Source: an optimization exercise on an open RTL-to-GDS flow (aim: small area and a short achievable clock period). Production flows keep margins and buffers that such runs may drop.
RTL that was checked went through simulation tests only; none was proved equivalent to the original.
The RTL of run 1 was laid out without a check of its function.
The flow treats the clock pin as an ideal source, which a real chip does not have.

==> flow/design.v (outline; a module is shown in full before it is edited, if it fits) <==
// module mac_top: 1697 lines
module mac_top #(
   parameter int A_WIDTH = 18,
   parameter int B_WIDTH = 18,
   parameter int P_WIDTH = 48
) (
   input  logic                      clk,
   input  logic                      rst_n,
   input  logic signed [A_WIDTH-1:0] data_a,
   input  logic signed [B_WIDTH-1:0] data_b,
   input  mac_pkg::mac_op_e          op,
   input  logic                      activate_mac,
   output logic signed [P_WIDTH-1:0] data_p,
   output logic                      p_valid
);
  // ...
==> flow/flow/run.sh <==
#!/bin/bash
# The standard layout, with these changes in how it is made:
# - Yosys's synth runs without its early ABC pass (-noabc), so the full
#   adders it extracts keep their polarity (no inverters between them);
# - the port buffers are the smallest buffer (buf_1) instead of the
#   default clkdlybuf4s50_1; every port is still buffered;
# - after CTS, flow/pq_clock_delay.tcl puts delay chains in front of the
#   result register's clock (useful skew for the register-to-register
#   multiply-add paths);
# - only the setup repair after global routing, the first that sees that
#   skew, is given a setup margin (flow/grt_margin.tcl).
export SYNTH_ARGS="-noabc"
export BUFFER_PORTS_ARGS="-buffer_cell sky130_fd_sc_hd__buf_1"
export POST_CTS_TCL="$PWD/flow/pq_clock_delay.tcl"
export PQ_DLY_CELLS="sky130_fd_sc_hd__clkdlybuf4s50_1 sky130_fd_sc_hd__clkdlybuf4s50_1 sky130_fd_sc_hd__clkdlybuf4s50_1"
export PQ_SKIP_BITS=8
export PQ_BUF_CELL=sky130_fd_sc_hd__clkbuf_8
export PRE_GLOBAL_ROUTE_TCL="$PWD/flow/grt_margin.tcl"
bash standard.sh > standard.log 2>&1
==> flow/flow/grt_margin.tcl <==
# Pre-global-route hook: the setup repair after global routing aims at
# 5.35 ns of slack. It is the first repair that sees the
# result register's delayed clock, so it is the only one given a margin.
set ::env(SETUP_SLACK_MARGIN) 5.35
==> flow/flow/pq_clock_delay.tcl <==
# Post-CTS hook: the result register p_q gets its clock through a short
# delay chain below each clock-tree leaf that drives it, so its clock
# arrives later than the operand registers'. This is useful skew for the
# operand -> result paths (the long multiply-add paths); the result
# register's own feedback path sees about the same delay at both ends.
# The low bits (below PQ_SKIP_BITS) keep the undelayed clock.
# The later repair steps (global route) see and repair the new timing.
set block [ord::get_db_block]
set db [ord::get_db]
set chain {}
foreach c $::env(PQ_DLY_CELLS) { lappend chain [$db findMaster $c] }
lappend chain [$db findMaster $::env(PQ_BUF_CELL)]
set groups [dict create]
set n 0
foreach inst [$block getInsts] {
  if {[regexp {^p_q\\?\[([0-9]+)} [$inst getName]] && [string match sky130_fd_sc_hd__df* [[$inst getMaster] getName]]} {
    incr n
    regexp {^p_q\\?\[([0-9]+)} [$inst getName] -> bit
    # the low result bits have short paths and ample setup slack: no delay
    if {$bit < $::env(PQ_SKIP_BITS)} { continue }
    set net [[$inst findITerm CLK] getNet]
    dict lappend groups [$net getName] $inst
  }
}
if {$n != 48} { error "pq_clock_delay: expected 48 result flops, found $n" }
set g 0
dict for {netname flops} $groups {
  set net [$block findNet $netname]
  set sx 0; set sy 0
  foreach f $flops {
    set bb [$f getBBox]
    set sx [expr {$sx + [$bb xMin]}]; set sy [expr {$sy + [$bb yMin]}]
  }
  set cx [expr {int($sx / [llength $flops])}]
  set cy [expr {int($sy / [llength $flops])}]
  set prev $net
  set k 0
  foreach m $chain {
    set inst [odb::dbInst_create $block $m "pq_clkdly_${g}_$k"]
    set out [odb::dbNet_create $block "pq_clk_${g}_$k"]
    $out setSigType CLOCK
    [$inst findITerm A] connect $prev
    [$inst findITerm X] connect $out
    $inst setLocation $cx $cy
    $inst setPlacementStatus PLACED
    set prev $out
    incr k
  }
  foreach f $flops {
    set it [$f findITerm CLK]
    $it disconnect
    $it connect $prev
  }
  puts "pq_clock_delay: group $g under $netname: [llength $flops] flops"
  incr g
}
global_connect
detailed_placement
check_placement -verbose
estimate_parasitics -placement
report_clock_skew
==> flow/standard.sh <==
#!/bin/bash
# synth_recipe.tcl (not shown) runs the flow's synth.tcl, then flattens the netlist and writes it again
# the make line also repeats each setting of config.mk as NAME=value (left out here)
make -C /OpenROAD-flow-scripts/flow DESIGN_CONFIG=/design/flow/config.mk WORK_HOME=/design/flow/orfs CLKGATE_MAP_FILE= SYNTH_SCRIPT=/design/flow/synth_recipe.tcl "${@:-finish}"
==> flow/config.mk <==
export PLATFORM = sky130hd
export DESIGN_NAME = mac_top
export DESIGN_NICKNAME = mac_top
export VERILOG_FILES = /design/flow/design.v
export SDC_FILE = /design/flow/constraint.sdc
export NUM_CORES = 4
export LEC_CHECK = 0
export ABC_AREA = 1
export CAP_MARGIN = 20
export CORE_MARGIN = 2
export CORE_UTILIZATION = 40
export CTS_BUF_LIST = sky130_fd_sc_hd__clkbuf_4 sky130_fd_sc_hd__clkbuf_8
export HOLD_SLACK_MARGIN = 0.1
export SLEW_MARGIN = 20
==> flow/constraint.sdc <==
create_clock -name core_clock -period 10.0 [get_ports {clk}]
set_input_delay 2.0000 -clock core_clock [delete_from_list [all_inputs] [get_ports {clk}]]
set_output_delay 2.0000 -clock core_clock [all_outputs]
set_load 0.01 [all_outputs]
==> summary.txt, run 1 <==
Status
  • Status: complete, but fails checks
  • Layout violations: hold timing

Route
  • Antenna-violating nets left: 0
  • Met1 WL: 12460 um
  • DRC viols: 0

Synth
  • Largest area contributor in the netlist: fa_1
  • Top cells by area, synth: fa_1 (27%), dfrtp_1 (15%), xor2_1 (15%), o22ai_1 (8.3%), ha_1 (7.4%)
  • Mapped Area: 11520 um^2
  • Average cell area after synthesis: 9.150 um^2
  • Async S/R FF share, synth: 71.13%
  • Number of synthesized flops with an enable pin: 0

Setup path
  • Worst EP required: 8000 ps
  • R2R Path Start: p_q[15]$_DFF_PN0_
  • Number of cells on the critical path: 1
  • Critical Path AT: 2580 ps

Global routing
  • GRT Util Overall: 20.06%
  • Total grt overflow: 0
  • Number of global-route vias before repair: 9361
  • First-pass GRT wire length: 48000 um

Final layout
  • Final design utilization: 45.16%
  • Commonest non-fill, non-tap cell in the layout: xor2_1
  • FF+latch count: 97
  • Layout cells sized above 1: 5.947%
  • N_diodes: 0
  • Multi-input gates: 918
  • Fin area: 12890 um^2

Placed design
  • Dpl cells: 1679

Clock network
  • Clk sinks: 97

Timing
  • Fin. Hold Viols: 2
  • Final hold slack: -23.14 ps

Die
  • Die area: 30170 um^2
  • Die X: 173.7 um
==> run 2, diff against run 1 <==
--- a/flow/design.v
+++ b/flow/design.v
@@ -804,396 +804,396 @@
    assign pp170 = ((one_q[8] & a_q[17]) | (two_q[8] & a_q[16])) ^ neg_q[8];
    assign pp171 = ~(((one_q[8] | two_q[8]) & a_q[17]) ^ neg_q[8]);
    assign s172 = neg_q[0] ^ pp1 ^ pg[0];
    assign c173 = (neg_q[0] & pp1) | (neg_q[0] & pg[0]) | (pp1 & pg[0]);
    assign s174 = pp2 ^ pg[1] ^ c173;
    assign c175 = (pp2 & pg[1]) | (pp2 & c173) | (pg[1] & c173);
    assign s176 = neg_q[1] ^ pp3 ^ pp20;
    assign c177 = (neg_q[1] & pp3) | (neg_q[1] & pp20) | (pp3 & pp20);
-   assign s178 = pg[2] ^ s176 ^ c175;
-   assign c179 = (pg[2] & s176) | (pg[2] & c175) | (s176 & c175);
+   assign s178 = s176 ^ pg[2];
+   assign c179 = s176 & pg[2];
    assign s180 = pp4 ^ pp21 ^ c177;
    assign c181 = (pp4 & pp21) | (pp4 & c177) | (pp21 & c177);
-   assign s182 = pg[3] ^ s180 ^ c179;
-   assign c183 = (pg[3] & s180) | (pg[3] & c179) | (s180 & c179);
+   assign s182 = s180 ^ pg[3] ^ c179;
+   assign c183 = (s180 & pg[3]) | (s180 & c179) | (pg[3] & c179);
    assign s184 = neg_q[2] ^ pp5 ^ pp22;
    assign c185 = (neg_q[2] & pp5) | (neg_q[2] & pp22) | (pp5 & pp22);
-   assign s186 = pp39 ^ pg[4] ^ s184;
-   assign c187 = (pp39 & pg[4]) | (pp39 & s184) | (pg[4] & s184);
-   assign s188 = c181 ^ s186;
-   assign c189 = c181 & s186;
+   assign s186 = pp39 ^ s184 ^ c181;
+   assign c187 = (pp39 & s184) | (pp39 & c181) | (s184 & c181);
+   assign s188 = pg[4] ^ s186 ^ c183;
+   assign c189 = (pg[4] & s186) | (pg[4] & c183) | (s186 & c183);
    assign s190 = pp6 ^ pp23 ^ pp40;
    assign c191 = (pp6 & pp23) | (pp6 & pp40) | (pp23 & pp40);
-   assign s192 = c185 ^ pg[5] ^ s190;
-   assign c193 = (c185 & pg[5]) | (c185 & s190) | (pg[5] & s190);
-   assign s194 = c187 ^ s192 ^ c189;
-   assign c195 = (c187 & s192) | (c187 & c189) | (s192 & c189);
+   assign s192 = c185 ^ s190 ^ pg[5];
+   assign c193 = (c185 & s190) | (c185 & pg[5]) | (s190 & pg[5]);
+   assign s194 = c187 ^ s192;
+   assign c195 = c187 & s192;
    assign s196 = neg_q[3] ^ pp7 ^ pp24;
    assign c197 = (neg_q[3] & pp7) | (neg_q[3] & pp24) | (pp7 & pp24);
    assign s198 = pp41 ^ pp58 ^ c191;
    assign c199 = (pp41 & pp58) | (pp41 & c191) | (pp58 & c191);
-   assign s200 = pg[6] ^ s196 ^ c193;
-   assign c201 = (pg[6] & s196) | (pg[6] & c193) | (s196 & c193);
-   assign s202 = s198 ^ s200 ^ c195;
-   assign c203 = (s198 & s200) | (s198 & c195) | (s200 & c195);
+   assign s200 = s196 ^ s198 ^ pg[6];
+   assign c201 = (s196 & s198) | (s196 & pg[6]) | (s198 & pg[6]);
+   assign s202 = c193 ^ s200;
+   assign c203 = c193 & s200;
    assign s204 = pp8 ^ pp25 ^ pp42;
    assign c205 = (pp8 & pp25) | (pp8 & pp42) | (pp25 & pp42);
-   assign s206 = pp59 ^ c197 ^ pg[7];
-   assign c207 = (pp59 & c197) | (pp59 & pg[7]) | (c197 & pg[7]);
-   assign s208 = s204 ^ c199 ^ s206;
-   assign c209 = (s204 & c199) | (s204 & s206) | (c199 & s206);
+   assign s206 = pp59 ^ c197 ^ s204;
+   assign c207 = (pp59 & c197) | (pp59 & s204) | (c197 & s204);
+   assign s208 = c199 ^ pg[7] ^ s206;
+   assign c209 = (c199 & pg[7]) | (c199 & s206) | (pg[7] & s206);
    assign s210 = c201 ^ s208;
    assign c211 = c201 & s208;
    assign s212 = neg_q[4] ^ pp9 ^ pp26;
    assign c213 = (neg_q[4] & pp9) | (neg_q[4] & pp26) | (pp9 & pp26);
    assign s214 = pp43 ^ pp60 ^ pp77;
    assign c215 = (pp43 & pp60) | (pp43 & pp77) | (pp60 & pp77);
-   assign s216 = c205 ^ pg[8] ^ s212;
-   assign c217 = (c205 & pg[8]) | (c205 & s212) | (pg[8] & s212);
-   assign s218 = s214 ^ c207 ^ s216;
-   assign c219 = (s214 & c207) | (s214 & s216) | (c207 & s216);
-   assign s220 = c209 ^ s218 ^ c211;
-   assign c221 = (c209 & s218) | (c209 & c211) | (s218 & c211);
+   assign s216 = c205 ^ s212 ^ s214;
+   assign c217 = (c205 & s212) | (c205 & s214) | (s212 & s214);
+   assign s218 = c207 ^ pg[8] ^ s216;
+   assign c219 = (c207 & pg[8]) | (c207 & s216) | (pg[8] & s216);
+   assign s220 = c209 ^ s218;
+   assign c221 = c209 & s218;
    assign s222 = pp10 ^ pp27 ^ pp44;
    assign c223 = (pp10 & pp27) | (pp10 & pp44) | (pp27 & pp44);
    assign s224 = pp61 ^ pp78 ^ c213;
    assign c225 = (pp61 & pp78) | (pp61 & c213) | (pp78 & c213);
-   assign s226 = c215 ^ pg[9] ^ s222;
-   assign c227 = (c215 & pg[9]) | (c215 & s222) | (pg[9] & s222);
-   assign s228 = c217 ^ s224 ^ s226;
-   assign c229 = (c217 & s224) | (c217 & s226) | (s224 & s226);
-   assign s230 = c219 ^ s228;
-   assign c231 = c219 & s228;
+   assign s226 = c215 ^ s222 ^ c217;
+   assign c227 = (c215 & s222) | (c215 & c217) | (s222 & c217);
+   assign s228 = s224 ^ pg[9] ^ c219;
+   assign c229 = (s224 & pg[9]) | (s224 & c219) | (pg[9] & c219);
+   assign s230 = s226 ^ c221;
+   assign c231 = s226 & c221;
    assign s232 = neg_q[5] ^ pp11 ^ pp28;
    assign c233 = (neg_q[5] & pp11) | (neg_q[5] & pp28) | (pp11 & pp28);
    assign s234 = pp45 ^ pp62 ^ pp79;
    assign c235 = (pp45 & pp62) | (pp45 & pp79) | (pp62 & pp79);
-   assign s236 = pp96 ^ c223 ^ pg[10];
-   assign c237 = (pp96 & c223) | (pp96 & pg[10]) | (c223 & pg[10]);
-   assign s238 = s232 ^ s234 ^ c225;
-   assign c239 = (s232 & s234) | (s232 & c225) | (s234 & c225);
-   assign s240 = c227 ^ s236 ^ s238;
-   assign c241 = (c227 & s236) | (c227 & s238) | (s236 & s238);
-   assign s242 = c229 ^ c231 ^ s240;
-   assign c243 = (c229 & c231) | (c229 & s240) | (c231 & s240);
+   assign s236 = pp96 ^ c223 ^ s232;
+   assign c237 = (pp96 & c223) | (pp96 & s232) | (c223 & s232);
+   assign s238 = s234 ^ c225 ^ pg[10];
+   assign c239 = (s234 & c225) | (s234 & pg[10]) | (c225 & pg[10]);
+   assign s240 = s236 ^ c227 ^ s238;
+   assign c241 = (s236 & c227) | (s236 & s238) | (c227 & s238);
+   assign s242 = c229 ^ c231;
+   assign c243 = c229 & c231;
    assign s244 = pp12 ^ pp29 ^ pp46;
    assign c245 = (pp12 & pp29) | (pp12 & pp46) | (pp29 & pp46);
    assign s246 = pp63 ^ pp80 ^ pp97;
    assign c247 = (pp63 & pp80) | (pp63 & pp97) | (pp80 & pp97);
-   assign s248 = c233 ^ c235 ^ pg[11];
-   assign c249 = (c233 & c235) | (c233 & pg[11]) | (c235 & pg[11]);
-   assign s250 = s244 ^ s246 ^ c237;
-   assign c251 = (s244 & s246) | (s244 & c237) | (s246 & c237);
+   assign s248 = c233 ^ c235 ^ s244;
+   assign c249 = (c233 & c235) | (c233 & s244) | (c235 & s244);
+   assign s250 = s246 ^ c237 ^ pg[11];
+   assign c251 = (s246 & c237) | (s246 & pg[11]) | (c237 & pg[11]);
    assign s252 = s248 ^ c239 ^ s250;
    assign c253 = (s248 & c239) | (s248 & s250) | (c239 & s250);
    assign s254 = c241 ^ s252;
    assign c255 = c241 & s252;
    assign s256 = neg_q[6] ^ pp13 ^ pp30;
    assign c257 = (neg_q[6] & pp13) | (neg_q[6] & pp30) | (pp13 & pp30);
    assign s258 = pp47 ^ pp64 ^ pp81;
    assign c259 = (pp47 & pp64) | (pp47 & pp81) | (pp64 & pp81);
    assign s260 = pp98 ^ pp115 ^ c245;
    assign c261 = (pp98 & pp115) | (pp98 & c245) | (pp115 & c245);
-   assign s262 = c247 ^ pg[12] ^ s256;
-   assign c263 = (c247 & pg[12]) | (c247 & s256) | (pg[12] & s256);
-   assign s264 = s258 ^ c249 ^ s260;
-   assign c265 = (s258 & c249) | (s258 & s260) | (c249 & s260);
+   assign s262 = c247 ^ s256 ^ s258;
+   assign c263 = (c247 & s256) | (c247 & s258) | (s256 & s258);
+   assign s264 = c249 ^ s260 ^ pg[12];
+   assign c265 = (c249 & s260) | (c249 & pg[12]) | (s260 & pg[12]);
    assign s266 = s262 ^ c251 ^ s264;
    assign c267 = (s262 & c251) | (s262 & s264) | (c251 & s264);
    assign s268 = c253 ^ s266;
    assign c269 = c253 & s266;
    assign s270 = pp14 ^ pp31 ^ pp48;
    assign c271 = (pp14 & pp31) | (pp14 & pp48) | (pp31 & pp48);
    assign s272 = pp65 ^ pp82 ^ pp99;
    assign c273 = (pp65 & pp82) | (pp65 & pp99) | (pp82 & pp99);
    assign s274 = pp116 ^ c257 ^ c259;
    assign c275 = (pp116 & c257) | (pp116 & c259) | (c257 & c259);
-   assign s276 = pg[13] ^ s270 ^ s272;
-   assign c277 = (pg[13] & s270) | (pg[13] & s272) | (s270 & s272);
-   assign s278 = c261 ^ c263 ^ s274;
-   assign c279 = (c261 & c263) | (c261 & s274) | (c263 & s274);
+   assign s276 = s270 ^ s272 ^ c261;
+   assign c277 = (s270 & s272) | (s270 & c261) | (s272 & c261);
+   assign s278 = c263 ^ s274 ^ pg[13];
+   assign c279 = (c263 & s274) | (c263 & pg[13]) | (s274 & pg[13]);
    assign s280 = s276 ^ c265 ^ s278;
    assign c281 = (s276 & c265) | (s276 & s278) | (c265 & s278);
    assign s282 = c267 ^ s280;
    assign c283 = c267 & s280;
    assign s284 = neg_q[7] ^ pp15 ^ pp32;
    assign c285 = (neg_q[7] & pp15) | (neg_q[7] & pp32) | (pp15 & pp32);
    assign s286 = pp49 ^ pp66 ^ pp83;
    assign c287 = (pp49 & pp66) | (pp49 & pp83) | (pp66 & pp83);
    assign s288 = pp100 ^ pp117 ^ pp134;
    assign c289 = (pp100 & pp117) | (pp100 & pp134) | (pp117 & pp134);
-   assign s290 = c271 ^ c273 ^ pg[14];
-   assign c291 = (c271 & c273) | (c271 & pg[14]) | (c273 & pg[14]);
-   assign s292 = s284 ^ s286 ^ s288;
-   assign c293 = (s284 & s286) | (s284 & s288) | (s286 & s288);
-   assign s294 = c275 ^ c277 ^ s290;
-   assign c295 = (c275 & c277) | (c275 & s290) | (c277 & s290);
+   assign s290 = c271 ^ c273 ^ s284;
+   assign c291 = (c271 & c273) | (c271 & s284) | (c273 & s284);
+   assign s292 = s286 ^ s288 ^ c275;
+   assign c293 = (s286 & s288) | (s286 & c275) | (s288 & c275);
+   assign s294 = pg[14] ^ s290 ^ c277;
+   assign c295 = (pg[14] & s290) | (pg[14] & c277) | (s290 & c277);
    assign s296 = s292 ^ c279 ^ s294;
    assign c297 = (s292 & c279) | (s292 & s294) | (c279 & s294);
-   assign s298 = c281 ^ s296;
-   assign c299 = c281 & s296;
+   assign s298 = c281 ^ c283;
+   assign c299 = c281 & c283;
    assign s300 = pp16 ^ pp33 ^ pp50;
    assign c301 = (pp16 & pp33) | (pp16 & pp50) | (pp33 & pp50);
    assign s302 = pp67 ^ pp84 ^ pp101;
    assign c303 = (pp67 & pp84) | (pp67 & pp101) | (pp84 & pp101);
    assign s304 = pp118 ^ pp135 ^ c285;
    assign c305 = (pp118 & pp135) | (pp118 & c285) | (pp135 & c285);
-   assign s306 = c287 ^ c289 ^ pg[15];
-   assign c307 = (c287 & c289) | (c287 & pg[15]) | (c289 & pg[15]);
-   assign s308 = s300 ^ s302 ^ c291;
-   assign c309 = (s300 & s302) | (s300 & c291) | (s302 & c291);
-   assign s310 = c293 ^ s304 ^ s306;
-   assign c311 = (c293 & s304) | (c293 & s306) | (s304 & s306);
+   assign s306 = c287 ^ c289 ^ s300;
+   assign c307 = (c287 & c289) | (c287 & s300) | (c289 & s300);
+   assign s308 = s302 ^ c291 ^ s304;
+   assign c309 = (s302 & c291) | (s302 & s304) | (c291 & s304);
+   assign s310 = pg[15] ^ s306 ^ c293;
+   assign c311 = (pg[15] & s306) | (pg[15] & c293) | (s306 & c293);
    assign s312 = s308 ^ c295 ^ s310;
    assign c313 = (s308 & c295) | (s308 & s310) | (c295 & s310);
    assign s314 = c297 ^ s312;
    assign c315 = c297 & s312;
    assign s316 = neg_q[8] ^ pp17 ^ pp34;
    assign c317 = (neg_q[8] & pp17) | (neg_q[8] & pp34) | (pp17 & pp34);
    assign s318 = pp51 ^ pp68 ^ pp85;
    assign c319 = (pp51 & pp68) | (pp51 & pp85) | (pp68 & pp85);
    assign s320 = pp102 ^ pp119 ^ pp136;
    assign c321 = (pp102 & pp119) | (pp102 & pp136) | (pp119 & pp136);
    assign s322 = pp153 ^ c301 ^ c303;
    assign c323 = (pp153 & c301) | (pp153 & c303) | (c301 & c303);
-   assign s324 = pg[16] ^ s316 ^ s318;
-   assign c325 = (pg[16] & s316) | (pg[16] & s318) | (s316 & s318);
-   assign s326 = s320 ^ c305 ^ c307;
-   assign c327 = (s320 & c305) | (s320 & c307) | (c305 & c307);
-   assign s328 = s322 ^ s324 ^ c309;
-   assign c329 = (s322 & s324) | (s322 & c309) | (s324 & c309);
+   assign s324 = s316 ^ s318 ^ s320;
+   assign c325 = (s316 & s318) | (s316 & s320) | (s318 & s320);
+   assign s326 = c305 ^ c307 ^ s322;
+   assign c327 = (c305 & c307) | (c305 & s322) | (c307 & s322);
+   assign s328 = pg[16] ^ s324 ^ c309;
+   assign c329 = (pg[16] & s324) | (pg[16] & c309) | (s324 & c309);
    assign s330 = s326 ^ c311 ^ s328;
    assign c331 = (s326 & c311) | (s326 & s328) | (c311 & s328);
-   assign s332 = c313 ^ c315;
-   assign c333 = c313 & c315;
+   assign s332 = c313 ^ s330;
+   assign c333 = c313 & s330;
    assign s334 = pp18 ^ pp35 ^ pp52;
    assign c335 = (pp18 & pp35) | (pp18 & pp52) | (pp35 & pp52);
    assign s336 = pp69 ^ pp86 ^ pp103;
    assign c337 = (pp69 & pp86) | (pp69 & pp103) | (pp86 & pp103);
    assign s338 = pp120 ^ pp137 ^ pp154;
    assign c339 = (pp120 & pp137) | (pp120 & pp154) | (pp137 & pp154);
    assign s340 = c317 ^ c319 ^ c321;
    assign c341 = (c317 & c319) | (c317 & c321) | (c319 & c321);
-   assign s342 = pg[17] ^ s334 ^ s336;
-   assign c343 = (pg[17] & s334) | (pg[17] & s336) | (s334 & s336);
-   assign s344 = s338 ^ c323 ^ c325;
-   assign c345 = (s338 & c323) | (s338 & c325) | (c323 & c325);
-   assign s346 = s340 ^ s342 ^ c327;
-   assign c347 = (s340 & s342) | (s340 & c327) | (s342 & c327);
+   assign s342 = s334 ^ s336 ^ s338;
+   assign c343 = (s334 & s336) | (s334 & s338) | (s336 & s338);
+   assign s344 = c323 ^ c325 ^ s340;
+   assign c345 = (c323 & c325) | (c323 & s340) | (c325 & s340);
+   assign s346 = pg[17] ^ s342 ^ c327;
+   assign c347 = (pg[17] & s342) | (pg[17] & c327) | (s342 & c327);
    assign s348 = s344 ^ c329 ^ s346;
    assign c349 = (s344 & c329) | (s344 & s346) | (c329 & s346);
    assign s350 = c331 ^ s348;
    assign c351 = c331 & s348;
    assign s352 = 1'b1 ^ pp19 ^ pp36;
    assign c353 = (1'b1 & pp19) | (1'b1 & pp36) | (pp19 & pp36);
    assign s354 = pp53 ^ pp70 ^ pp87;
    assign c355 = (pp53 & pp70) | (pp53 & pp87) | (pp70 & pp87);
    assign s356 = pp104 ^ pp121 ^ pp138;
    assign c357 = (pp104 & pp121) | (pp104 & pp138) | (pp121 & pp138);
    assign s358 = pp155 ^ c335 ^ c337;
    assign c359 = (pp155 & c335) | (pp155 & c337) | (c335 & c337);
-   assign s360 = c339 ^ pg[18] ^ s352;
-   assign c361 = (c339 & pg[18]) | (c339 & s352) | (pg[18] & s352);
-   assign s362 = s354 ^ s356 ^ c341;
-   assign c363 = (s354 & s356) | (s354 & c341) | (s356 & c341);
-   assign s364 = c343 ^ s358 ^ s360;
-   assign c365 = (c343 & s358) | (c343 & s360) | (s358 & s360);
+   assign s360 = c339 ^ s352 ^ s354;
+   assign c361 = (c339 & s352) | (c339 & s354) | (s352 & s354);
+   assign s362 = s356 ^ c341 ^ c343;
+   assign c363 = (s356 & c341) | (s356 & c343) | (c341 & c343);
+   assign s364 = s358 ^ pg[18] ^ s360;
+   assign c365 = (s358 & pg[18]) | (s358 & s360) | (pg[18] & s360);
    assign s366 = c345 ^ s362 ^ s364;
    assign c367 = (c345 & s362) | (c345 & s364) | (s362 & s364);
    assign s368 = c347 ^ s366 ^ c349;
    assign c369 = (c347 & s366) | (c347 & c349) | (s366 & c349);
    assign s370 = 1'b1 ^ pp37 ^ pp54;
    assign c371 = (1'b1 & pp37) | (1'b1 & pp54) | (pp37 & pp54);
    assign s372 = pp71 ^ pp88 ^ pp105;
    assign c373 = (pp71 & pp88) | (pp71 & pp105) | (pp88 & pp105);
    assign s374 = pp122 ^ pp139 ^ pp156;
    assign c375 = (pp122 & pp139) | (pp122 & pp156) | (pp139 & pp156);
    assign s376 = c353 ^ c355 ^ c357;
    assign c377 = (c353 & c355) | (c353 & c357) | (c355 & c357);
-   assign s378 = pg[19] ^ s370 ^ s372;
-   assign c379 = (pg[19] & s370) | (pg[19] & s372) | (s370 & s372);
-   assign s380 = s374 ^ c359 ^ c361;
-   assign c381 = (s374 & c359) | (s374 & c361) | (c359 & c361);
-   assign s382 = s376 ^ s378 ^ c363;
-   assign c383 = (s376 & s378) | (s376 & c363) | (s378 & c363);
+   assign s378 = s370 ^ s372 ^ s374;
+   assign c379 = (s370 & s372) | (s370 & s374) | (s372 & s374);
+   assign s380 = c359 ^ c361 ^ s376;
+   assign c381 = (c359 & c361) | (c359 & s376) | (c361 & s376);
+   assign s382 = pg[19] ^ s378 ^ c363;
+   assign c383 = (pg[19] & s378) | (pg[19] & c363) | (s378 & c363);
    assign s384 = c365 ^ s380 ^ s382;
    assign c385 = (c365 & s380) | (c365 & s382) | (s380 & s382);
    assign s386 = c367 ^ s384;
    assign c387 = c367 & s384;
    assign s388 = pp38 ^ pp55 ^ pp72;
    assign c389 = (pp38 & pp55) | (pp38 & pp72) | (pp55 & pp72);
    assign s390 = pp89 ^ pp106 ^ pp123;
    assign c391 = (pp89 & pp106) | (pp89 & pp123) | (pp106 & pp123);
    assign s392 = pp140 ^ pp157 ^ c371;
    assign c393 = (pp140 & pp157) | (pp140 & c371) | (pp157 & c371);
-   assign s394 = c373 ^ c375 ^ pg[20];
-   assign c395 = (c373 & c375) | (c373 & pg[20]) | (c375 & pg[20]);
-   assign s396 = s388 ^ s390 ^ c377;
-   assign c397 = (s388 & s390) | (s388 & c377) | (s390 & c377);
-   assign s398 = c379 ^ s392 ^ s394;
-   assign c399 = (c379 & s392) | (c379 & s394) | (s392 & s394);
+   assign s394 = c373 ^ c375 ^ s388;
+   assign c395 = (c373 & c375) | (c373 & s388) | (c375 & s388);
+   assign s396 = s390 ^ c377 ^ c379;
+   assign c397 = (s390 & c377) | (s390 & c379) | (c377 & c379);
+   assign s398 = s392 ^ pg[20] ^ s394;
+   assign c399 = (s392 & pg[20]) | (s392 & s394) | (pg[20] & s394);
    assign s400 = c381 ^ s396 ^ s398;
    assign c401 = (c381 & s396) | (c381 & s398) | (s396 & s398);
    assign s402 = c383 ^ s400 ^ c385;
    assign c403 = (c383 & s400) | (c383 & c385) | (s400 & c385);
    assign s404 = 1'b1 ^ pp56 ^ pp73;
    assign c405 = (1'b1 & pp56) | (1'b1 & pp73) | (pp56 & pp73);
    assign s406 = pp90 ^ pp107 ^ pp124;
    assign c407 = (pp90 & pp107) | (pp90 & pp124) | (pp107 & pp124);
    assign s408 = pp141 ^ pp158 ^ c389;
    assign c409 = (pp141 & pp158) | (pp141 & c389) | (pp158 & c389);
-   assign s410 = c391 ^ pg[21] ^ s404;
-   assign c411 = (c391 & pg[21]) | (c391 & s404) | (pg[21] & s404);
-   assign s412 = s406 ^ c393 ^ c395;
-   assign c413 = (s406 & c393) | (s406 & c395) | (c393 & c395);
-   assign s414 = s408 ^ s410 ^ c397;
-   assign c415 = (s408 & s410) | (s408 & c397) | (s410 & c397);
-   assign s416 = s412 ^ c399 ^ s414;
-   assign c417 = (s412 & c399) | (s412 & s414) | (c399 & s414);
+   assign s410 = c391 ^ s404 ^ s406;
+   assign c411 = (c391 & s404) | (c391 & s406) | (s404 & s406);
+   assign s412 = c393 ^ c395 ^ s408;
+   assign c413 = (c393 & c395) | (c393 & s408) | (c395 & s408);
+   assign s414 = pg[21] ^ s410 ^ c397;
+   assign c415 = (pg[21] & s410) | (pg[21] & c397) | (s410 & c397);
+   assign s416 = c399 ^ s412 ^ s414;
+   assign c417 = (c399 & s412) | (c399 & s414) | (s412 & s414);
    assign s418 = c401 ^ s416;
    assign c419 = c401 & s416;
    assign s420 = pp57 ^ pp74 ^ pp91;
    assign c421 = (pp57 & pp74) | (pp57 & pp91) | (pp74 & pp91);
    assign s422 = pp108 ^ pp125 ^ pp142;
    assign c423 = (pp108 & pp125) | (pp108 & pp142) | (pp125 & pp142);
    assign s424 = pp159 ^ c405 ^ c407;
    assign c425 = (pp159 & c405) | (pp159 & c407) | (c405 & c407);
-   assign s426 = pg[22] ^ s420 ^ s422;
-   assign c427 = (pg[22] & s420) | (pg[22] & s422) | (s420 & s422);
-   assign s428 = c409 ^ c411 ^ s424;
-   assign c429 = (c409 & c411) | (c409 & s424) | (c411 & s424);
-   assign s430 = s426 ^ c413 ^ s428;
-   assign c431 = (s426 & c413) | (s426 & s428) | (c413 & s428);
+   assign s426 = s420 ^ s422 ^ c409;
+   assign c427 = (s420 & s422) | (s420 & c409) | (s422 & c409);
+   assign s428 = c411 ^ s424 ^ pg[22];
+   assign c429 = (c411 & s424) | (c411 & pg[22]) | (s424 & pg[22]);
+   assign s430 = c413 ^ s426 ^ s428;
+   assign c431 = (c413 & s426) | (c413 & s428) | (s426 & s428);
    assign s432 = c415 ^ s430 ^ c417;
    assign c433 = (c415 & s430) | (c415 & c417) | (s430 & c417);
    assign s434 = 1'b1 ^ pp75 ^ pp92;
    assign c435 = (1'b1 & pp75) | (1'b1 & pp92) | (pp75 & pp92);
    assign s436 = pp109 ^ pp126 ^ pp143;
    assign c437 = (pp109 & pp126) | (pp109 & pp143) | (pp126 & pp143);
    assign s438 = pp160 ^ c421 ^ c423;
    assign c439 = (pp160 & c421) | (pp160 & c423) | (c421 & c423);
-   assign s440 = pg[23] ^ s434 ^ s436;
-   assign c441 = (pg[23] & s434) | (pg[23] & s436) | (s434 & s436);
-   assign s442 = c425 ^ c427 ^ s438;
-   assign c443 = (c425 & c427) | (c425 & s438) | (c427 & s438);
+   assign s440 = s434 ^ s436 ^ c425;
+   assign c441 = (s434 & s436) | (s434 & c425) | (s436 & c425);
+   assign s442 = s438 ^ pg[23] ^ c427;
+   assign c443 = (s438 & pg[23]) | (s438 & c427) | (pg[23] & c427);
    assign s444 = s440 ^ c429 ^ s442;
    assign c445 = (s440 & c429) | (s440 & s442) | (c429 & s442);
    assign s446 = c431 ^ s444;
    assign c447 = c431 & s444;
    assign s448 = pp76 ^ pp93 ^ pp110;
    assign c449 = (pp76 & pp93) | (pp76 & pp110) | (pp93 & pp110);
    assign s450 = pp127 ^ pp144 ^ pp161;
    assign c451 = (pp127 & pp144) | (pp127 & pp161) | (pp144 & pp161);
-   assign s452 = c435 ^ c437 ^ pg[24];
-   assign c453 = (c435 & c437) | (c435 & pg[24]) | (c437 & pg[24]);
-   assign s454 = s448 ^ s450 ^ c439;
-   assign c455 = (s448 & s450) | (s448 & c439) | (s450 & c439);
-   assign s456 = c441 ^ s452 ^ c443;
-   assign c457 = (c441 & s452) | (c441 & c443) | (s452 & c443);
-   assign s458 = s454 ^ c445 ^ s456;
-   assign c459 = (s454 & c445) | (s454 & s456) | (c445 & s456);
+   assign s452 = c435 ^ c437 ^ s448;
+   assign c453 = (c435 & c437) | (c435 & s448) | (c437 & s448);
+   assign s454 = s450 ^ c439 ^ pg[24];
+   assign c455 = (s450 & c439) | (s450 & pg[24]) | (c439 & pg[24]);
+   assign s456 = s452 ^ c441 ^ s454;
+   assign c457 = (s452 & c441) | (s452 & s454) | (c441 & s454);
+   assign s458 = c443 ^ s456 ^ c445;
+   assign c459 = (c443 & s456) | (c443 & c445) | (s456 & c445);
    assign s460 = 1'b1 ^ pp94 ^ pp111;
    assign c461 = (1'b1 & pp94) | (1'b1 & pp111) | (pp94 & pp111);
    assign s462 = pp128 ^ pp145 ^ pp162;
    assign c463 = (pp128 & pp145) | (pp128 & pp162) | (pp145 & pp162);
-   assign s464 = c449 ^ c451 ^ pg[25];
-   assign c465 = (c449 & c451) | (c449 & pg[25]) | (c451 & pg[25]);
-   assign s466 = s460 ^ s462 ^ c453;
-   assign c467 = (s460 & s462) | (s460 & c453) | (s462 & c453);
+   assign s464 = c449 ^ c451 ^ s460;
+   assign c465 = (c449 & c451) | (c449 & s460) | (c451 & s460);
+   assign s466 = s462 ^ c453 ^ pg[25];
+   assign c467 = (s462 & c453) | (s462 & pg[25]) | (c453 & pg[25]);
    assign s468 = s464 ^ c455 ^ s466;
    assign c469 = (s464 & c455) | (s464 & s466) | (c455 & s466);
    assign s470 = c457 ^ s468;
    assign c471 = c457 & s468;
    assign s472 = pp95 ^ pp112 ^ pp129;
    assign c473 = (pp95 & pp112) | (pp95 & pp129) | (pp112 & pp129);
    assign s474 = pp146 ^ pp163 ^ c461;
    assign c475 = (pp146 & pp163) | (pp146 & c461) | (pp163 & c461);
-   assign s476 = c463 ^ pg[26] ^ s472;
-   assign c477 = (c463 & pg[26]) | (c463 & s472) | (pg[26] & s472);
-   assign s478 = c465 ^ s474 ^ s476;
-   assign c479 = (c465 & s474) | (c465 & s476) | (s474 & s476);
-   assign s480 = c467 ^ s478 ^ c469;
-   assign c481 = (c467 & s478) | (c467 & c469) | (s478 & c469);
+   assign s476 = c463 ^ s472 ^ c465;
+   assign c477 = (c463 & s472) | (c463 & c465) | (s472 & c465);
+   assign s478 = s474 ^ pg[26] ^ c467;
+   assign c479 = (s474 & pg[26]) | (s474 & c467) | (pg[26] & c467);
+   assign s480 = s476 ^ c469 ^ s478;
+   assign c481 = (s476 & c469) | (s476 & s478) | (c469 & s478);
    assign s482 = 1'b1 ^ pp113 ^ pp130;
    assign c483 = (1'b1 & pp113) | (1'b1 & pp130) | (pp113 & pp130);
    assign s484 = pp147 ^ pp164 ^ c473;
    assign c485 = (pp147 & pp164) | (pp147 & c473) | (pp164 & c473);
-   assign s486 = pg[27] ^ s482 ^ c475;
-   assign c487 = (pg[27] & s482) | (pg[27] & c475) | (s482 & c475);
-   assign s488 = c477 ^ s484 ^ s486;
-   assign c489 = (c477 & s484) | (c477 & s486) | (s484 & s486);
+   assign s486 = s482 ^ c475 ^ s484;
+   assign c487 = (s482 & c475) | (s482 & s484) | (c475 & s484);
+   assign s488 = pg[27] ^ c477 ^ s486;
+   assign c489 = (pg[27] & c477) | (pg[27] & s486) | (c477 & s486);
    assign s490 = c479 ^ s488;
    assign c491 = c479 & s488;
    assign s492 = pp114 ^ pp131 ^ pp148;
    assign c493 = (pp114 & pp131) | (pp114 & pp148) | (pp131 & pp148);
-   assign s494 = pp165 ^ c483 ^ pg[28];
-   assign c495 = (pp165 & c483) | (pp165 & pg[28]) | (c483 & pg[28]);
-   assign s496 = s492 ^ c485 ^ s494;
-   assign c497 = (s492 & c485) | (s492 & s494) | (c485 & s494);
+   assign s494 = pp165 ^ c483 ^ s492;
+   assign c495 = (pp165 & c483) | (pp165 & s492) | (c483 & s492);
+   assign s496 = c485 ^ pg[28] ^ s494;
+   assign c497 = (c485 & pg[28]) | (c485 & s494) | (pg[28] & s494);
    assign s498 = c487 ^ s496 ^ c489;
    assign c499 = (c487 & s496) | (c487 & c489) | (s496 & c489);
    assign s500 = 1'b1 ^ pp132 ^ pp149;
    assign c501 = (1'b1 & pp132) | (1'b1 & pp149) | (pp132 & pp149);
-   assign s502 = pp166 ^ c493 ^ pg[29];
-   assign c503 = (pp166 & c493) | (pp166 & pg[29]) | (c493 & pg[29]);
-   assign s504 = s500 ^ c495 ^ s502;
-   assign c505 = (s500 & c495) | (s500 & s502) | (c495 & s502);
+   assign s502 = pp166 ^ c493 ^ s500;
+   assign c503 = (pp166 & c493) | (pp166 & s500) | (c493 & s500);
+   assign s504 = c495 ^ pg[29] ^ s502;
+   assign c505 = (c495 & pg[29]) | (c495 & s502) | (pg[29] & s502);
    assign s506 = c497 ^ s504;
    assign c507 = c497 & s504;
    assign s508 = pp133 ^ pp150 ^ pp167;
    assign c509 = (pp133 & pp150) | (pp133 & pp167) | (pp150 & pp167);
-   assign s510 = c501 ^ pg[30] ^ s508;
-   assign c511 = (c501 & pg[30]) | (c501 & s508) | (pg[30] & s508);
-   assign s512 = c503 ^ s510 ^ c505;
-   assign c513 = (c503 & s510) | (c503 & c505) | (s510 & c505);
+   assign s510 = c501 ^ s508 ^ c503;
+   assign c511 = (c501 & s508) | (c501 & c503) | (s508 & c503);
+   assign s512 = pg[30] ^ c505 ^ s510;
+   assign c513 = (pg[30] & c505) | (pg[30] & s510) | (c505 & s510);
    assign s514 = 1'b1 ^ pp151 ^ pp168;
    assign c515 = (1'b1 & pp151) | (1'b1 & pp168) | (pp151 & pp168);
-   assign s516 = c509 ^ pg[31] ^ s514;
-   assign c517 = (c509 & pg[31]) | (c509 & s514) | (pg[31] & s514);
-   assign s518 = c511 ^ s516 ^ c513;
-   assign c519 = (c511 & s516) | (c511 & c513) | (s516 & c513);
+   assign s516 = c509 ^ s514 ^ pg[31];
+   assign c517 = (c509 & s514) | (c509 & pg[31]) | (s514 & pg[31]);
+   assign s518 = c511 ^ s516;
+   assign c519 = c511 & s516;
    assign s520 = pp152 ^ pp169 ^ c515;
    assign c521 = (pp152 & pp169) | (pp152 & c515) | (pp169 & c515);
-   assign s522 = pg[32] ^ c517 ^ s520;
-   assign c523 = (pg[32] & c517) | (pg[32] & s520) | (c517 & s520);
-   assign s524 = 1'b1 ^ pp170 ^ pg[33];
-   assign c525 = (1'b1 & pp170) | (1'b1 & pg[33]) | (pp170 & pg[33]);
-   assign s526 = c521 ^ s524 ^ c523;
-   assign c527 = (c521 & s524) | (c521 & c523) | (s524 & c523);
+   assign s522 = s520 ^ pg[32] ^ c517;
+   assign c523 = (s520 & pg[32]) | (s520 & c517) | (pg[32] & c517);
+   assign s524 = 1'b1 ^ pp170 ^ c521;
+   assign c525 = (1'b1 & pp170) | (1'b1 & c521) | (pp170 & c521);
+   assign s526 = pg[33] ^ s524;
+   assign c527 = pg[33] & s524;
    assign s528 = pp171 ^ pg[34] ^ c525;
    assign c529 = (pp171 & pg[34]) | (pp171 & c525) | (pg[34] & c525);
-   assign s530 = 1'b1 ^ pg[35] ^ c529;
-   assign c531 = (1'b1 & pg[35]) | (1'b1 & c529) | (pg[35] & c529);
+   assign s530 = 1'b1 ^ pg[35];
+   assign c531 = 1'b1 & pg[35];
    assign s532 = 1'b1 ^ pg[36] ^ c531;
    assign c533 = (1'b1 & pg[36]) | (1'b1 & c531) | (pg[36] & c531);
-   assign s534 = 1'b1 ^ pg[37];
-   assign c535 = 1'b1 & pg[37];
-   assign s536 = 1'b1 ^ pg[38] ^ c535;
-   assign c537 = (1'b1 & pg[38]) | (1'b1 & c535) | (pg[38] & c535);
+   assign s534 = 1'b1 ^ pg[37] ^ c533;
+   assign c535 = (1'b1 & pg[37]) | (1'b1 & c533) | (pg[37] & c533);
+   assign s536 = 1'b1 ^ pg[38];
+   assign c537 = 1'b1 & pg[38];
    assign s538 = 1'b1 ^ pg[39] ^ c537;
    assign c539 = (1'b1 & pg[39]) | (1'b1 & c537) | (pg[39] & c537);
    assign s540 = 1'b1 ^ pg[40] ^ c539;
    assign c541 = (1'b1 & pg[40]) | (1'b1 & c539) | (pg[40] & c539);
-   assign s542 = 1'b1 ^ pg[41] ^ c541;
-   assign c543 = (1'b1 & pg[41]) | (1'b1 & c541) | (pg[41] & c541);
-   assign s544 = 1'b1 ^ pg[42];
-   assign c545 = 1'b1 & pg[42];
+   assign s542 = 1'b1 ^ pg[41];
+   assign c543 = 1'b1 & pg[41];
+   assign s544 = 1'b1 ^ pg[42] ^ c543;
+   assign c545 = (1'b1 & pg[42]) | (1'b1 & c543) | (pg[42] & c543);
    assign s546 = 1'b1 ^ pg[43] ^ c545;
    assign c547 = (1'b1 & pg[43]) | (1'b1 & c545) | (pg[43] & c545);
-   assign s548 = 1'b1 ^ pg[44] ^ c547;
-   assign c549 = (1'b1 & pg[44]) | (1'b1 & c547) | (pg[44] & c547);
+   assign s548 = 1'b1 ^ pg[44];
+   assign c549 = 1'b1 & pg[44];
    assign s550 = 1'b1 ^ pg[45] ^ c549;
    assign c551 = (1'b1 & pg[45]) | (1'b1 & c549) | (pg[45] & c549);
    assign s552 = 1'b1 ^ pg[46] ^ c551;
    assign c553 = (1'b1 & pg[46]) | (1'b1 & c551) | (pg[46] & c551);
    assign s554 = 1'b1 ^ pg[47];
    assign c555 = 1'b1 & pg[47];
-   assign rx = {c553, s552, s550, s548, s546, c543, s542, s540, s538, s536, c533, s532, s530, c527, s526, c519, s518, c507, c499, c491, c481, c471, c459, c447, c433, c419, c403, c387, c369, c351, c333, s330, c299, c283, c269, c255, c243, s242, c221, s220, c203, s202, s194, c183, s182, s178, s174, s172};
-   assign ry = {s554, 1'b0, 1'b0, 1'b0, 1'b0, s544, 1'b0, 1'b0, 1'b0, 1'b0, s534, 1'b0, 1'b0, s528, 1'b0, s522, 1'b0, s512, s506, s498, s490, s480, s470, s458, s446, s432, s418, s402, s386, s368, s350, s332, s314, s298, s282, s268, s254, 1'b0, s230, 1'b0, s210, 1'b0, 1'b0, s188, 1'b0, 1'b0, 1'b0, 1'b0};
+   assign rx = {c553, s552, s550, c547, s546, s544, c541, s540, s538, c535, s534, s532, c529, c527, c523, c519, c513, c507, c499, c491, c481, c471, c459, c447, c433, c419, c403, c387, c369, c351, c333, c315, c299, s296, c269, c255, c243, s240, s228, c211, c203, c195, c189, s188, s182, c175, s174, s172};
+   assign ry = {s554, 1'b0, 1'b0, s548, 1'b0, 1'b0, s542, 1'b0, 1'b0, s536, 1'b0, 1'b0, s530, s528, s526, s522, s518, s512, s506, s498, s490, s480, s470, s458, s446, s432, s418, s402, s386, s368, s350, s332, s314, s298, s282, s268, s254, s242, s230, s220, s210, s202, s194, 1'b0, 1'b0, s178, 1'b0, 1'b0};
    logic [47:0] g0, p0;
    assign g0 = rx & ry;
    assign p0 = rx ^ ry;
    logic gg1;
    assign gg1 = g0[1] | (p0[1] & g0[0]);
    logic kp1;
    assign kp1 = p0[1] & p0[0];
    logic gg2;
==> summary.txt, run 2 <==
Route
  • Antenna-violating nets left: 0 (unchanged)
  • Routed length per instance: between 15 and 20 um
  • Post-Route WL: about 30000 um
  • First-pass DRT Iterations: 5
  • Drt via density: 5.282
  • DRT iter0 DRCs: 679
  • DRC viols: 0 (unchanged)
  • Routed vias: approximately 9400

Timing
  • Min cycle time layout: 4552 ps
  • Max-slew violations: 0
  • Worst clock skew: roughly 1700 ps
  • Final period util: between 40% and 50%
  • Unrepaired setup endpoints after global routing: true
  • Setup WS post-layout: between 5000 and 6000 ps
  • Fin. Hold Viols: 0 (-2)
  • Setup-failing EPs final: 0
  • Worst-margin pin slew: 932.7 ps
  • Slew headroom: 37.74%
  • Final sum of negative setup slack: 0 ps
  • Highest clock rate: around 0.22 GHz

Synth
  • Top cells by count, synth: nand2_1 (194), xor2_1 (193), o22ai_1 (153), fa_1 (151), inv_1 (148)
  • Number of synthesized flops with an enable pin: 0 (unchanged)
  • Synth top area share: 26.02%
  • Synth warn: 1
  • Synth Instances: 1294
  • Mapped Area: 11620 um^2 (+0.86%)
  • Adder-Cell Fraction of Synth Area: 34.53%
  • Largest family of logic cells by synthesized area: adder cells
  • Top cells by area, synth: fa_1 (26%), dfrtp_1 (15%), xor2_1 (15%), ha_1 (8.5%), o22ai_1 (8.2%)
  • Net Count, Synth: 1565
  • Largest area contributor in the netlist: fa_1
  • Simple-gate share of the synthesized area: 10.68%
  • Sequential fraction of the synthesis area: 19.69%
  • Async S/R FF share, synth: 71.13% (unchanged)
  • Compound-Gate Fraction of Synth Area: 11.48%
  • Most used flip-flop cell after synthesis: dfrtp_1
  • Average cell area after synthesis: 8.979 um^2 (-1.9%)
  • Unique masters post-synth: 38
  • Seq cells post-synth: 97
  • Mux cell area share after synthesis: 0%
  • Synth Area in XOR/XNOR: 15.15%
  • Count leader, synth: nand2_1

Clock network
  • Clock Pin Slew Worst Setup and Hold Paths: roughly 110 ps
  • Clk sinks: 97 (unchanged)
  • CTS tree: done
  • Clock Latency Late Sink: 2020 ps

Die
  • Standard-cell rows: 62
  • Die X: 174.4 um (+0.42%)
  • Core footprint: approximately 29000 um^2
  • IO Count: 90
  • Die span in y: 174.4 um
  • Starting Density: 40.59%
  • Die area: 30430 um^2 (+0.84%)

Placed design
  • Post-place setup slack: 3866 ps
  • Post-DP Area: 12210 um^2
  • RePlAce Congestion: around 0.86
  • Post-DP HPWL: 22150 um
  • I/O Buffers: 89
  • Dpl cells: 1711 (+1.9%)

Final layout
  • N_diodes: 0 (unchanged)
  • Largest reg by FF count: p_q
  • Net count, final: 1668
  • Layout cells sized above 1: 4.850% (-1.1 points)
  • Commonest non-fill, non-tap cell in the layout: nand2_1
  • Fin area: 13090 um^2 (+1.6%)
  • Layout area overhead: 12.70%
  • Max reg flops: 48
  • Most frequent cells in the layout: nand2_1 (194), xor2_1 (193), o22ai_1 (153), fa_1 (151), inv_1 (148)
  • Top Registers: p_q: 48 flops, a_q: 18 flops
  • Fin cells: 1786

Global routing
  • GRT Util Overall: 20.05% (about the same)
  • First-pass GRT wire length: 48440 um (+0.91%)
  • Number of global-route vias before repair: 9520 (+1.7%)
  • Antenna violations before repair: 0
  • Largest net degree at the start of global routing: 70
  • Total grt overflow: 0 (unchanged)

Setup path
  • Kind of critical path: reg -> out
  • Worst-path cell chain: buf_1
  • Max stage delay on crit path: 400 ps
  • Slowest-stage cell, CP: dfrtp_1
  • Setup crit start kind: flop
  • Critical Path AT: 2550 ps (-30 ps)
  • Delay-heaviest family, CP: flip-flops
  • Critical path peak fanout: 2
  • Crit path buf inv count: 1
  • Crit end category: primary output
  • Worst EP required: 8000 ps (about the same)

Status
  • Status: finished clean

Run
  • # Max-Cap Violations: 0

Min path
  • Hold Crit Class: reg -> reg
run 2: cell count changes after synthesis, sizes merged, moves of 4 or more:
| cell | before | now |
|---|---|---|
| inv | 140 | 148 |
| fa | 156 | 151 |
| xor2 | 197 | 193 |
| nand3 | 41 | 30 |
| nand2 | 181 | 207 |
| ha | 68 | 79 |
run 2: final timing paths:
kind | from | endpoint | slack, ps | depth (start not counted)
max in group asynchronous | rst_n | one_q[7]$_DFF_PN0_ | 7350 | 3
max reg2reg | a_q[11]$_DFF_P_ | p_q[33]$_DFF_PN0_ | 5550 | 20
max | p_q[32]$_DFF_PN0_ | data_p[32] | 5450 | 1
min | neg_q[8]$_DFF_P_ | p_q[27]$_DFF_PN0_ | 30 | 7
min reg2reg | neg_q[8]$_DFF_P_ | p_q[27]$_DFF_PN0_ | 30 | 7
min in group asynchronous | rst_n | p_q[15]$_DFF_PN0_ | 460 | 2
run 2: final cells by class, without the clock buffers:
type | count | area (um^2)
multi-input cells | 945 | 8347
well taps | 384 | 480.5
repair buffers | 129 | 749.5
fillers | 2781 | 15530
clock inverters | 7 | 93.84
plain buffers | 24 | 262.8
flip-flops and latches | 97 | 2293
inverters | 191 | 743.2
run 2: cell families after synthesis:
family | after synthesis
AND/OR/NAND/NOR | 297
flip-flops | 97
XOR/XNOR | 201
AO/OA/AOI/OAI | 217
adder cells (fa/ha/maj) | 230
buffers and inverters | 252
run 2: per-stage QoR:
step | hold slack [ps] | util, %
2_1_floorplan | 331.2 | -
3_3_place_gp | 391.7 | 42.65
3_5_place_dp | 389.9 | 42.65
5_1_grt | 96.77 | 45.74
6_report | 32.43 | 45.74
run 2: worst reg2reg max path, delay by kind of cell, from the launching register on:
family | cells | cell delay, ps
XOR/XNOR | 2 | 390
adder cells (fa/ha/maj) | 8 | 3460
flip-flops | 1 | 340
AO/OA/AOI/OAI | 2 | 610
buffers and inverters | 2 | 530
AND/OR/NAND/NOR | 6 | 580
run 2: per-layer routing:
layer  global-route usage (%)  vias to the layer above  wire, um
met5                        0                        -         0
met4                    7.948                        0       978
met3                    3.696                       70      1694
met2                    33.45                      325     14600
met1                    25.76                     4649     12940
li1                         -                     4390         -
==> run 3, diff against run 2 <==
--- a/flow/flow/run.sh
+++ b/flow/flow/run.sh
@@ -13,7 +13,7 @@
 export BUFFER_PORTS_ARGS="-buffer_cell sky130_fd_sc_hd__buf_1"
 export POST_CTS_TCL="$PWD/flow/pq_clock_delay.tcl"
 export PQ_DLY_CELLS="sky130_fd_sc_hd__clkdlybuf4s50_1 sky130_fd_sc_hd__clkdlybuf4s50_1 sky130_fd_sc_hd__clkdlybuf4s50_1"
-export PQ_SKIP_BITS=8
+export PQ_SKIP_BITS=4
 export PQ_BUF_CELL=sky130_fd_sc_hd__clkbuf_8
 export PRE_GLOBAL_ROUTE_TCL="$PWD/flow/grt_margin.tcl"
 bash standard.sh > standard.log 2>&1
==> summary.txt, run 3 <==
Route
  • Routed vias: 9509 (+0.79%)
  • DRC viols: 0 (unchanged)
  • First-pass DRT Iterations: 5 (unchanged)
  • DRT iter0 DRCs: 640 (-5.7%)
  • Post-Route WL: 30570 um (+1.2%)
  • Antenna-violating nets left: 0 (unchanged)
  • Drt via density: 5.286 (about the same)
  • Routed length per instance: 16.99 um (+0.42%)

Timing
  • Slew headroom: 37.45% (-0.28 points)
  • Worst clock skew: 1684 ps (+9.750 ps)
  • Min cycle time layout: 4571 ps (+18.44 ps)
  • Fin. Hold Viols: 0 (unchanged)
  • Setup-failing EPs final: 0 (unchanged)
  • Unrepaired setup endpoints after global routing: true
  • Max-slew violations: 0 (unchanged)
  • Final period util: 45.71% (+0.18 points)
  • Final sum of negative setup slack: 0 ps (unchanged)
  • Final hold slack: 37.68 ps (+5.249 ps)
  • Worst-margin pin slew: 936.9 ps (+4.256 ps)
  • Highest clock rate: 0.2188 GHz (-0.40%)

Setup path
  • Worst EP required: 8000 ps (about the same)
  • Worst-path cell chain: buf_1
  • Max stage delay on crit path: 360 ps (-40 ps)
  • Setup crit start kind: flop
  • Critical Path AT: 2570 ps (+20 ps)
  • R2R cell count: 18 (-10%)
  • R2R Setup Slk: 5570 ps (+20 ps)
  • R2R Path Start: two_q[2]$_DFF_PN0_
  • Critical path peak fanout: 2 (unchanged)
  • Crit end category: primary output
  • FF-to-FF End: p_q[33]$_DFF_PN0_
  • Slowest-stage cell, CP: dfrtp_1
  • Crit path buf inv count: 1 (unchanged)
  • Worst Setup SP: p_q[18]$_DFF_PN0_
  • CP endpoint: data_p[18]
  • Kind of critical path: reg -> out
  • Number of cells on the critical path: 1 (unchanged)
  • Delay-heaviest family, CP: flip-flops

Synth
  • Mapped Area: 11620 um^2 (unchanged)
  • Unique masters post-synth: 38 (unchanged)
  • Largest area contributor in the netlist: fa_1
  • Most used flip-flop cell after synthesis: dfrtp_1
  • Top cells by area, synth: fa_1 (26%), dfrtp_1 (15%), xor2_1 (15%), ha_1 (8.5%), o22ai_1 (8.2%)
  • Count leader, synth: nand2_1
  • Seq cells post-synth: 97 (unchanged)
  • Number of synthesized flops with an enable pin: 0 (unchanged)
  • Synth warn: 1 (unchanged)
  • Top cells by count, synth: nand2_1 (194), xor2_1 (193), o22ai_1 (153), fa_1 (151), inv_1 (148)
  • Async S/R FF share, synth: 71.13% (unchanged)
  • Synth top area share: 26.02% (unchanged)
  • Synth Instances: 1294 (unchanged)
  • Net Count, Synth: 1565 (unchanged)
  • Average cell area after synthesis: 8.979 um^2 (unchanged)
  • Sequential fraction of the synthesis area: 19.69% (unchanged)

Final layout
  • Most frequent cells in the layout: nand2_1 (194), xor2_1 (193), o22ai_1 (153), fa_1 (151), inv_1 (148)
  • Top Registers: p_q: 48 flops, a_q: 18 flops
  • Commonest non-fill, non-tap cell in the layout: nand2_1
  • Layout cells sized above 1: 4.664% (-0.19 points)
  • # fillers: 2772 (-0.32%)
  • Layout area overhead: 13.77%
  • Net count, final: 1681 (+0.78%)
  • Final design utilization: 46.18% (+0.44 points)
  • Max reg flops: 48 (unchanged)
  • Largest reg by FF count: p_q
  • N_diodes: 0 (unchanged)

Placed design
  • RePlAce Congestion: 0.8631 (unchanged)
  • Post-DP HPWL: 22150 um (unchanged)
  • I/O Buffers: 89 (unchanged)

Die
  • Standard-cell rows: 62 (unchanged)
  • Die area: 30430 um^2 (unchanged)
  • Die span in y: 174.4 um (unchanged)
  • Die X: 174.4 um (unchanged)
  • IO Count: 90 (unchanged)
  • Core footprint: 28630 um^2 (unchanged)
  • Starting Density: 40.59% (unchanged)

Status
  • Status: finished clean

Global routing
  • GRT Util Overall: 20.03% (about the same)
  • Antenna violations before repair: 0 (unchanged)
  • Total grt overflow: 0 (unchanged)
  • Number of global-route vias before repair: 9525 (+0.053%)
  • Largest net degree at the start of global routing: 70 (unchanged)
  • First-pass GRT wire length: 48370 um (-0.14%)

Clock network
  • Clock Latency Late Sink: 2030 ps (about the same)
  • Clk sinks: 97 (unchanged)
  • CTS tree: done
  • Clock Pin Slew Worst Setup and Hold Paths: 110 ps (about the same)

Run
  • # Max-Cap Violations: 0 (unchanged)

Min path
  • Hold Crit Class: reg -> reg
## run 3: cell counts after synthesis
Identical to the previous run, type by type.
## run 3: layout make-up, without the clock buffers
cell class	instances	area, um^2	area share (%)
Tap cell	384	480.5	3.635
Buffer	24	262.8	1.988
Sequential cell	97	2293	17.35
Clock inverter	7	93.84	0.7099
Timing Repair Buffer	142	878.3	6.645
Inverter	191	739.5	5.594
Multi-Input combinational cell	945	8347	63.14
## run 3: cells by family (layout without fill, tap and decap cells)
kind of cell	after synthesis	in the layout	share of synthesized area (%)
simple gates	297	297	10.68
buf+inv	252	373	8.475
xor+xnor	201	201	15.15
compound gates	217	217	11.48
flops	97	97	19.69
fa+ha+maj	230	230	34.53
## run 3: worst min path at each step
stage / from / end / slack [ps] / cells after the start
after floorplan: v_q$_DFF_PN0_ / pv_q$_DFF_PN0_ / 330 / 0
after global placement: v_q$_DFF_PN0_ / pv_q$_DFF_PN0_ / 390 / 0
after detailed placement: v_q$_DFF_PN0_ / pv_q$_DFF_PN0_ / 390 / 0
after global routing: neg_q[8]$_DFF_P_ / p_q[27]$_DFF_PN0_ / 100 / 7
final: neg_q[8]$_DFF_P_ / p_q[27]$_DFF_PN0_ / 40 / 7
## run 3: stage by stage
step                      worst slack (ps)  std cells  instance area [um^2]
after floorplan                       4555       1294                 11620
after global placement                3924       1711                 12210
after detailed placement              3866       1711                 12210
after global routing                  5318       1799                 13220
final                                 5429       1799                 13220
## run 3: routing by layer
layer / up-vias / wire length [um] / GRT usage [%]
met4: 0 / 1008 / 7.913
met1: 4679 / 12940 / 25.72
met2: 349 / 14740 / 33.43
met5: - / 0 / 0
met3: 67 / 1875 / 3.718
li1: 4414 / - / -
==> run 4, diff against run 3 <==
--- a/flow/flow/run.sh
+++ b/flow/flow/run.sh
@@ -13,7 +13,7 @@
 export BUFFER_PORTS_ARGS="-buffer_cell sky130_fd_sc_hd__buf_1"
 export POST_CTS_TCL="$PWD/flow/pq_clock_delay.tcl"
 export PQ_DLY_CELLS="sky130_fd_sc_hd__clkdlybuf4s50_1 sky130_fd_sc_hd__clkdlybuf4s50_1 sky130_fd_sc_hd__clkdlybuf4s50_1"
-export PQ_SKIP_BITS=4
+export PQ_SKIP_BITS=8
 export PQ_BUF_CELL=sky130_fd_sc_hd__clkbuf_8
 export PRE_GLOBAL_ROUTE_TCL="$PWD/flow/grt_margin.tcl"
 bash standard.sh > standard.log 2>&1
--- a/flow/config.mk
+++ b/flow/config.mk
@@ -9,6 +9,5 @@
 export CAP_MARGIN = 20
 export CORE_MARGIN = 2
 export CORE_UTILIZATION = 40
-export CTS_BUF_LIST = sky130_fd_sc_hd__clkbuf_4 sky130_fd_sc_hd__clkbuf_8
 export HOLD_SLACK_MARGIN = 0.1
 export SLEW_MARGIN = 20
==> summary.txt, run 4 <==
Synth
  • Count leader, synth: nand2_1
  • Compound-Gate Fraction of Synth Area: 11.48% (unchanged)
  • Average cell area after synthesis: 8.979 um^2 (unchanged)
  • Synth warn: 1 (unchanged)
  • Number of synthesized flops with an enable pin: 0 (unchanged)
  • Synth top area share: 26.02% (unchanged)
  • Synth Instances: 1294 (unchanged)
  • Seq cells post-synth: 97 (unchanged)
  • Top cells by count, synth: nand2_1 (194), xor2_1 (193), o22ai_1 (153), fa_1 (151), inv_1 (148)
  • Mapped Area: 11620 um^2 (unchanged)
  • Net Count, Synth: 1565 (unchanged)
  • Async S/R FF share, synth: 71.13% (unchanged)
  • Adder-Cell Fraction of Synth Area: 34.53% (unchanged)
  • Simple-gate share of the synthesized area: 10.68% (unchanged)
  • Synth Area in XOR/XNOR: 15.15% (unchanged)
  • Most used flip-flop cell after synthesis: dfrtp_1
  • Largest family of logic cells by synthesized area: adder cells
  • Top cells by area, synth: fa_1 (26%), dfrtp_1 (15%), xor2_1 (15%), ha_1 (8.5%), o22ai_1 (8.2%)
  • Unique masters post-synth: 38 (unchanged)
  • Largest area contributor in the netlist: fa_1
  • Sequential fraction of the synthesis area: 19.69% (unchanged)
  • Mux cell area share after synthesis: 0% (unchanged)

Route
  • DRT iter0 DRCs: 709 (+11%)
  • First-pass DRT Iterations: 5 (unchanged)
  • Antenna-violating nets left: 0 (unchanged)
  • Routed vias: 9389 (-1.3%)
  • Routed length per instance: 16.89 um (-0.58%)
  • Post-Route WL: 30210 um (-1.2%)
  • DRC viols: 0 (unchanged)
  • Drt via density: 5.251 (-0.65%)

Global routing
  • Total grt overflow: 0 (unchanged)
  • Met3 GRT Util: 3.653% (-0.066 points)
  • GR Util met2: 33.65% (+0.21 points)
  • First-pass GRT wire length: 48470 um (+0.21%)
  • Met1 Use GR: 25.80% (+0.077 points)
  • Number of global-route vias before repair: 9533 (+0.084%)
  • GRT Util Overall: 20.06% (+0.031 points)
  • Largest net degree at the start of global routing: 70 (unchanged)
  • Top Usage Layer GRT: met2
  • Antenna violations before repair: 0 (unchanged)

Final layout
  • Largest reg by FF count: p_q
  • Final design utilization: 46.14% (about the same)
  • Most frequent cells in the layout: nand2_1 (194), xor2_1 (193), o22ai_1 (153), fa_1 (151), inv_1 (148)
  • Layout cells sized above 1: 4.487% (-0.18 points)
  • N_diodes: 0 (unchanged)
  • Net count, final: 1670 (-0.65%)
  • Layout area overhead: 13.69% (about the same)
  • Max reg flops: 48 (unchanged)
  • Commonest non-fill, non-tap cell in the layout: nand2_1
  • Fin area: 13210 um^2 (about the same)
  • Top Registers: p_q: 48 flops, a_q: 18 flops

Setup path
  • Delay-heaviest family, CP: flip-flops
  • Max stage delay on crit path: 400 ps (+40 ps)
  • Worst-path cell chain: buf_1
  • Setup crit start kind: flop
  • Crit end category: primary output
  • Critical Path AT: 2540 ps (-30 ps)
  • Crit path buf inv count: 1 (unchanged)
  • Kind of critical path: reg -> out
  • Critical path peak fanout: 2 (unchanged)
  • Worst EP required: 8000 ps (about the same)
  • Slowest-stage cell, CP: dfrtp_1

Timing
  • Max-slew violations: 0 (unchanged)
  • Min cycle time layout: 4536 ps (-34.28 ps)
  • Worst-margin pin slew: 939.7 ps (+2.774 ps)
  • Final hold slack: 66.80 ps (+29.12 ps)
  • Fin. Hold Viols: 0 (unchanged)
  • Unrepaired setup endpoints after global routing: false
  • Setup-failing EPs final: 0 (unchanged)
  • Worst clock skew: 1644 ps (-40.00 ps)
  • Final period util: 45.36% (-0.34 points)
  • Final sum of negative setup slack: 0 ps (unchanged)
  • Highest clock rate: 0.2204 GHz (+0.76%)
  • Slew headroom: 37.27% (-0.19 points)

Die
  • IO Count: 90 (unchanged)
  • Die area: 30430 um^2 (unchanged)
  • Standard-cell rows: 62 (unchanged)
  • Die span in y: 174.4 um (unchanged)
  • Core footprint: 28630 um^2 (unchanged)
  • Die X: 174.4 um (unchanged)
  • Starting Density: 40.59% (unchanged)

Placed design
  • I/O Buffers: 89 (unchanged)
  • Post-DP HPWL: 22150 um (unchanged)
  • RePlAce Congestion: 0.8631 (unchanged)
  • Post-DP Area: 12210 um^2 (unchanged)

Clock network
  • Clock Latency Late Sink: 1970 ps (-60 ps)
  • Clock Pin Slew Worst Setup and Hold Paths: 100 ps (about the same)
  • CTS tree: done
  • Clk sinks: 97 (unchanged)

Run
  • # Max-Cap Violations: 0 (unchanged)

Min path
  • Hold Crit Class: reg -> reg

Status
  • Status: finished clean
## run 4: cell counts after synthesis
Identical to the previous run, type by type.
## run 4: final timing paths
kind	from	to	slack [ps]	cells after the start
min in group asynchronous	rst_n	p_q[15]$_DFF_PN0_	500	2
worst min register to register	neg_q[3]$_DFF_P_	p_q[11]$_DFF_PN0_	70	7
max in group asynchronous	rst_n	one_q[5]$_DFF_PN0_	7310	3
worst max-delay path	p_q[32]$_DFF_PN0_	data_p[32]	5460	1
worst min-delay path	neg_q[3]$_DFF_P_	p_q[11]$_DFF_PN0_	70	7
worst max register to register	a_q[4]$_DFF_P_	p_q[9]$_DFF_PN0_	5540	13
## run 4: tightest hold or removal path, delay by kind of cell, from the launching register on
kind                       cells  cell delay [ps]
AOI/OAI and AO/OA              1               50
xor gates and xnor gates       2              390
adders and majority gates      4              690
DFF                            1              470
## run 4: cell families after synthesis
kind of cell / count (synthesis)
adder cells (fa/ha/maj): 230
XOR/XNOR: 201
flip-flops: 97
buffers and inverters: 252
AO/OA/AOI/OAI: 217
AND/OR/NAND/NOR: 297
## run 4: final cells by class, without the clock buffers
cell class	count	area, um^2
plain buffers	24	262.8
clock inverters	7	93.84
fillers	2756	15420
inverters	191	743.2
multi-input cells	945	8347
flip-flops and latches	97	2293
well taps	384	480.5
repair buffers	131	763.2
## run 4: per-stage QoR
step,setup slack (ps),cells
after global routing,5363,1788
after global placement,3924,1711
after floorplan,4555,1294
after detailed placement,3866,1711
final,5464,1788
## run 4: per-layer routing
metal	vias to the layer above	share of wire, %
met5	-	0
met4	0	2.9
met3	58	6.0
met2	305	49
met1	4635	42
li1	4391	-

-- static timing again, ports no longer ideal --
The results above use ideal ports. As a check the final layouts listed here were re-extracted and re-timed, cells and wires unchanged. Step 1 (the two cells are an assumption about what drives the block):
set clk [get_ports {clk}]
set_driving_cell -lib_cell sky130_fd_sc_hd__clkbuf_16 $clk
set_driving_cell -lib_cell sky130_fd_sc_hd__buf_2 [delete_from_list [all_inputs] $clk]
Step 2, shift: input delay + t, output delay - t, t = (earliest + latest rising clock arrival at the registers) / 2. This alone moves slack from input paths to output paths. Three values: ideal, step 1, step 2; two values: the first two.
run	shift t [ns]	slack for setup (ns)	worst hold slack (ns)	latest minus earliest clock arrival (ns)	worst slew at a driven data input, ns	cell pins on the clock port's net
run 1	1.258	5.425 / 5.378 / 5.584	-0.023 / -0.023 / -0.023	1.663 / 1.662	0.05	1
run 2	1.227	5.448 / 5.400 / 5.546	0.032 / 0.032 / 0.032	1.674 / 1.674	0.05	1
run 3	1.234	5.429 / 5.381 / 5.572	0.038 / 0.038 / 0.038	1.685 / 1.685	0.05	1
run 4	1.201	5.464 / 5.414 / 5.544	0.067 / 0.067 / 0.067	1.644 / 1.644	0.05	1
Clock arrivals are far apart in every run listed, so t is only a midpoint there and step 2 fits no single register.
